This design comes from an exercise in tuning for small area and a short achievable clock period on the open sky130 flow, not from production work. At most, simulation tests tie the RTL to the original design; equivalence was not proved. Power figures rest on the tool's default switching activity, not on a simulated workload.

==> flow/design.v (excerpt) <==
module vc_circular_buffer #(
    parameter int FLIT_W      = 64,
    parameter int NUM_VC      = 4,
    parameter int BUFFER_SIZE = 8,
    parameter int OFF_THR     = BUFFER_SIZE - 2,
    parameter int ON_THR      = 1,
    localparam int VC_W       = (NUM_VC > 1) ? $clog2(NUM_VC) : 1,
    localparam int CNT_W      = $clog2(BUFFER_SIZE + 1)
) (
    input  logic                    clk,
    input  logic                    rst_n,
    input  logic                    write_i,
    input  logic [VC_W-1:0]         write_vc_i,
    input  logic [FLIT_W-1:0]       input_Data,
    input  logic                    read_i,
    input  logic [VC_W-1:0]         read_vc_i,
    output logic [FLIT_W-1:0]       output_Data,
    output logic [NUM_VC-1:0]       buf_empty,
    output logic [NUM_VC-1:0]       buf_full,
    output logic [NUM_VC-1:0]       buf_On_Off,
    output logic [NUM_VC*CNT_W-1:0] occupancy,
    output logic                    overflow_o,
    output logic                    underflow_o
);
    localparam int BODY = BUFFER_SIZE - 1;
    localparam logic [CNT_W-1:0] CNT_FULL = CNT_W'(BUFFER_SIZE);
    localparam logic [CNT_W-1:0] CNT_OFF  = CNT_W'(OFF_THR);
    localparam logic [CNT_W-1:0] CNT_ON   = CNT_W'(ON_THR);
    logic [FLIT_W-1:0] head_q [NUM_VC];
    logic [FLIT_W-1:0] body_q [NUM_VC][BODY];
    logic [BODY-1:0]   bwp_q [NUM_VC];
    logic [BODY-1:0]   brp_q [NUM_VC];
  ...
==> module vc_circular_buffer, before the edit <==
module vc_circular_buffer #(
    parameter int FLIT_W      = 64,
    parameter int NUM_VC      = 4,
    parameter int BUFFER_SIZE = 8,
    parameter int OFF_THR     = BUFFER_SIZE - 2,
    parameter int ON_THR      = 1,
    localparam int VC_W       = (NUM_VC > 1) ? $clog2(NUM_VC) : 1,
    localparam int CNT_W      = $clog2(BUFFER_SIZE + 1)
) (
    input  logic                    clk,
    input  logic                    rst_n,
    input  logic                    write_i,
    input  logic [VC_W-1:0]         write_vc_i,
    input  logic [FLIT_W-1:0]       input_Data,
    input  logic                    read_i,
    input  logic [VC_W-1:0]         read_vc_i,
    output logic [FLIT_W-1:0]       output_Data,
    output logic [NUM_VC-1:0]       buf_empty,
    output logic [NUM_VC-1:0]       buf_full,
    output logic [NUM_VC-1:0]       buf_On_Off,
    output logic [NUM_VC*CNT_W-1:0] occupancy,
    output logic                    overflow_o,
    output logic                    underflow_o
);
    localparam int BODY = BUFFER_SIZE - 1;
    localparam logic [CNT_W-1:0] CNT_FULL = CNT_W'(BUFFER_SIZE);
    localparam logic [CNT_W-1:0] CNT_OFF  = CNT_W'(OFF_THR);
    localparam logic [CNT_W-1:0] CNT_ON   = CNT_W'(ON_THR);
    logic [FLIT_W-1:0] head_q [NUM_VC];
    logic [FLIT_W-1:0] body_q [NUM_VC][BODY];
    logic [BODY-1:0]   bwp_q [NUM_VC];
    logic [BODY-1:0]   brp_q [NUM_VC];
    logic [CNT_W-1:0]  count_q [NUM_VC];
    logic [CNT_W-1:0]  count_d [NUM_VC];
    logic [NUM_VC-1:0] wr_dec;
    logic [NUM_VC-1:0] rd_dec;
    logic [NUM_VC-1:0] wr_sel;
    logic [NUM_VC-1:0] rd_sel;
    logic [NUM_VC-1:0] wr_ok;
    logic [NUM_VC-1:0] rd_ok;
    logic [NUM_VC-1:0] head_from_in;
    logic [NUM_VC-1:0] head_from_body;
    logic [NUM_VC-1:0] head_load;
    logic [NUM_VC-1:0] body_wr;
    logic [NUM_VC-1:0] on_off_q;
    logic              ovf_hit;
    logic              unf_hit;
    logic              overflow_q;
    logic              underflow_q;
    always_comb begin
        wr_dec    = NUM_VC'(1) << write_vc_i;
        rd_dec    = NUM_VC'(1) << read_vc_i;
        wr_sel    = write_i ? wr_dec : '0;
        rd_sel    = read_i ? rd_dec : '0;
        wr_ok     = '0;
        rd_ok     = '0;
        ovf_hit   = 1'b0;
        unf_hit   = 1'b0;
        buf_empty = '0;
        buf_full  = '0;
        occupancy = '0;
        for (int v = 0; v < NUM_VC; v++) begin
            rd_ok[v] = rd_sel[v] && (count_q[v] != '0);
            wr_ok[v] = wr_sel[v] && ((count_q[v] != CNT_FULL) || rd_ok[v]);
            count_d[v] = count_q[v] + CNT_W'(wr_ok[v]) - CNT_W'(rd_ok[v]);
            if (wr_sel[v] && !wr_ok[v]) ovf_hit = 1'b1;
            if (rd_sel[v] && !rd_ok[v]) unf_hit = 1'b1;
            buf_empty[v] = (count_q[v] == '0);
            buf_full[v]  = (count_q[v] == CNT_FULL);
            occupancy[v*CNT_W +: CNT_W] = count_q[v];
            head_from_in[v]   = wr_sel[v] && ((count_q[v] == '0) ||
                                              (count_q[v] == CNT_W'(1) && rd_sel[v]));
            head_load[v]      = rd_sel[v] || (wr_sel[v] && (count_q[v] == '0));
            head_from_body[v] = rd_ok[v] && (count_q[v] > CNT_W'(1));
            body_wr[v]        = wr_ok[v] && !head_from_in[v];
        end
    end
    logic [FLIT_W-1:0] head_d [NUM_VC];
    for (genvar v = 0; v < NUM_VC; v++) begin : g_head
        logic [BODY:0]          hsel;
        logic [(BODY+1)*FLIT_W-1:0] hsrc;
        always_comb begin
            hsel = {head_from_in[v], (count_q[v] > CNT_W'(1)) ? brp_q[v] : BODY'(0)};
            hsrc[BODY*FLIT_W +: FLIT_W] = input_Data;
            for (int i = 0; i < BODY; i++) hsrc[i*FLIT_W +: FLIT_W] = body_q[v][i];
        end
        vc_onehot_mux #(.N(BODY + 1), .W(FLIT_W)) u_hmux (
            .sel(hsel), .d(hsrc), .y(head_d[v])
        );
    end
    logic [NUM_VC*FLIT_W-1:0] heads;
    always_comb
        for (int v = 0; v < NUM_VC; v++) heads[v*FLIT_W +: FLIT_W] = head_q[v];
    vc_onehot_mux #(.N(NUM_VC), .W(FLIT_W)) u_omux (
        .sel(rd_dec), .d(heads), .y(output_Data)
    );
    always_ff @(posedge clk or negedge rst_n) begin
        if (!rst_n) begin
            for (int v = 0; v < NUM_VC; v++) begin
                bwp_q[v]    <= BODY'(1);
                brp_q[v]    <= BODY'(1);
                count_q[v]  <= '0;
                on_off_q[v] <= 1'b1;
            end
            overflow_q  <= 1'b0;
            underflow_q <= 1'b0;
        end else begin
            for (int v = 0; v < NUM_VC; v++) begin
                if (body_wr[v])        bwp_q[v] <= {bwp_q[v][BODY-2:0], bwp_q[v][BODY-1]};
                if (head_from_body[v]) brp_q[v] <= {brp_q[v][BODY-2:0], brp_q[v][BODY-1]};
                count_q[v] <= count_d[v];
                if (count_d[v] >= CNT_OFF) begin
                    on_off_q[v] <= 1'b0;
                end else if (count_d[v] <= CNT_ON) begin
                    on_off_q[v] <= 1'b1;
                end
            end
            overflow_q  <= overflow_q | ovf_hit;
            underflow_q <= underflow_q | unf_hit;
        end
    end
    always_ff @(posedge clk) begin
        for (int v = 0; v < NUM_VC; v++) begin
            if (head_load[v]) head_q[v] <= head_d[v];
            for (int i = 0; i < BODY; i++)
                if (body_wr[v] && bwp_q[v][i]) body_q[v][i] <= input_Data;
        end
    end
    assign buf_On_Off  = on_off_q;
    assign overflow_o  = overflow_q;
    assign underflow_o = underflow_q;
endmodule
make LEC_CHECK=0 ABC_CLOCK_PERIOD_IN_PS=3000 CAP_MARGIN=20 CORE_MARGIN=2 CORE_UTILIZATION=40 CTS_CLUSTER_DIAMETER=100 CTS_CLUSTER_SIZE=26 SETUP_SLACK_MARGIN=2.5 SLEW_MARGIN=20 SYNTH_HIERARCHICAL=1 TNS_END_PERCENT=5 finish   # period 5.5 ns
run.sh (not shown) runs the stock make flow with config.mk's settings and CLKGATE_MAP_FILE= SYNTH_SCRIPT=/design/flow/synth_recipe.tcl, a recipe that flattens the netlist after the stock synthesis.
Change:
--- a/flow/design.v
+++ b/flow/design.v
@@ -88,12 +88,20 @@
             .sel(hsel), .d(hsrc), .y(head_d[v])
         );
     end
-    logic [NUM_VC*FLIT_W-1:0] heads;
-    always_comb
-        for (int v = 0; v < NUM_VC; v++) heads[v*FLIT_W +: FLIT_W] = head_q[v];
-    vc_onehot_mux #(.N(NUM_VC), .W(FLIT_W)) u_omux (
-        .sel(rd_dec), .d(heads), .y(output_Data)
-    );
+    localparam int OUT_SLICES = 4;
+    localparam int SLICE_W    = FLIT_W / OUT_SLICES;
+    for (genvar s = 0; s < OUT_SLICES; s++) begin : g_out
+        logic [NUM_VC-1:0]         ssel;
+        logic [NUM_VC*SLICE_W-1:0] sd;
+        always_comb
+            for (int v = 0; v < NUM_VC; v++) sd[v*SLICE_W +: SLICE_W] = head_q[v][s*SLICE_W +: SLICE_W];
+        vc_decode #(.NUM_VC(NUM_VC), .VC_W(VC_W)) u_odec (
+            .vc(read_vc_i), .sel(ssel)
+        );
+        vc_onehot_mux #(.N(NUM_VC), .W(SLICE_W)) u_omux (
+            .sel(ssel), .d(sd), .y(output_Data[s*SLICE_W +: SLICE_W])
+        );
+    end
     always_ff @(posedge clk or negedge rst_n) begin
         if (!rst_n) begin
             for (int v = 0; v < NUM_VC; v++) begin
@@ -143,3 +151,12 @@
         for (int i = 0; i < N; i++) y = y | (d[i*W +: W] & {W{sel[i]}});
     end
 endmodule
+module vc_decode #(
+    parameter int NUM_VC = 4,
+    parameter int VC_W   = 2
+) (
+    input  logic [VC_W-1:0]   vc,
+    output logic [NUM_VC-1:0] sel
+);
+    assign sel = NUM_VC'(1) << vc;
+endmodule
Total power decreases by 0.43%. Non-clock buffer count goes down by 1. Final area increases by 0.34%. Final cell count stays flat. Global-route usage is higher by 0.26 points. Sequential power is about the same. Utilization rises by 0.10 points. Critical path depth stays the same. Via count rose by 2.1%. Setup slack improved by 14 ps. Combinational power is lower by about 4%.
The RTL of the first run of this note was laid out without a check of its function.

## port drivers added, routing unchanged
How much do the figures lean on ideal ports? The routed layouts below were timed once more, with nothing changed but the port constraints. Step 1 (the two cells are an assumption about what drives the block):
set clk [get_ports {clk}]
set_driving_cell -lib_cell sky130_fd_sc_hd__clkbuf_16 $clk
set_driving_cell -lib_cell sky130_fd_sc_hd__buf_2 [delete_from_list [all_inputs] $clk]
Step 2, shift: input delay + t, output delay - t, t = (earliest + latest rising clock arrival at the registers) / 2. This alone moves slack from input paths to output paths. Three values: no drivers, after step 1, after step 2; two values: the first two.
run	t (ns)	slack for setup (ns)	worst setup path after step 2	latest minus earliest clock arrival (ns)	worst register clock-pin slew, ns
the first run	0.825	2.016 / 1.935 / 1.556	input to register	0.042 / 0.042	0.11 / 0.11
the second run	0.836	2.030 / 1.977 / 1.451	input to register	0.044 / 0.044	0.11 / 0.11
After both steps every run listed still meets setup and hold. The setup slack of the second run, which loses most, moves by -0.053 ns with the drivers and by -0.579 ns with both steps.
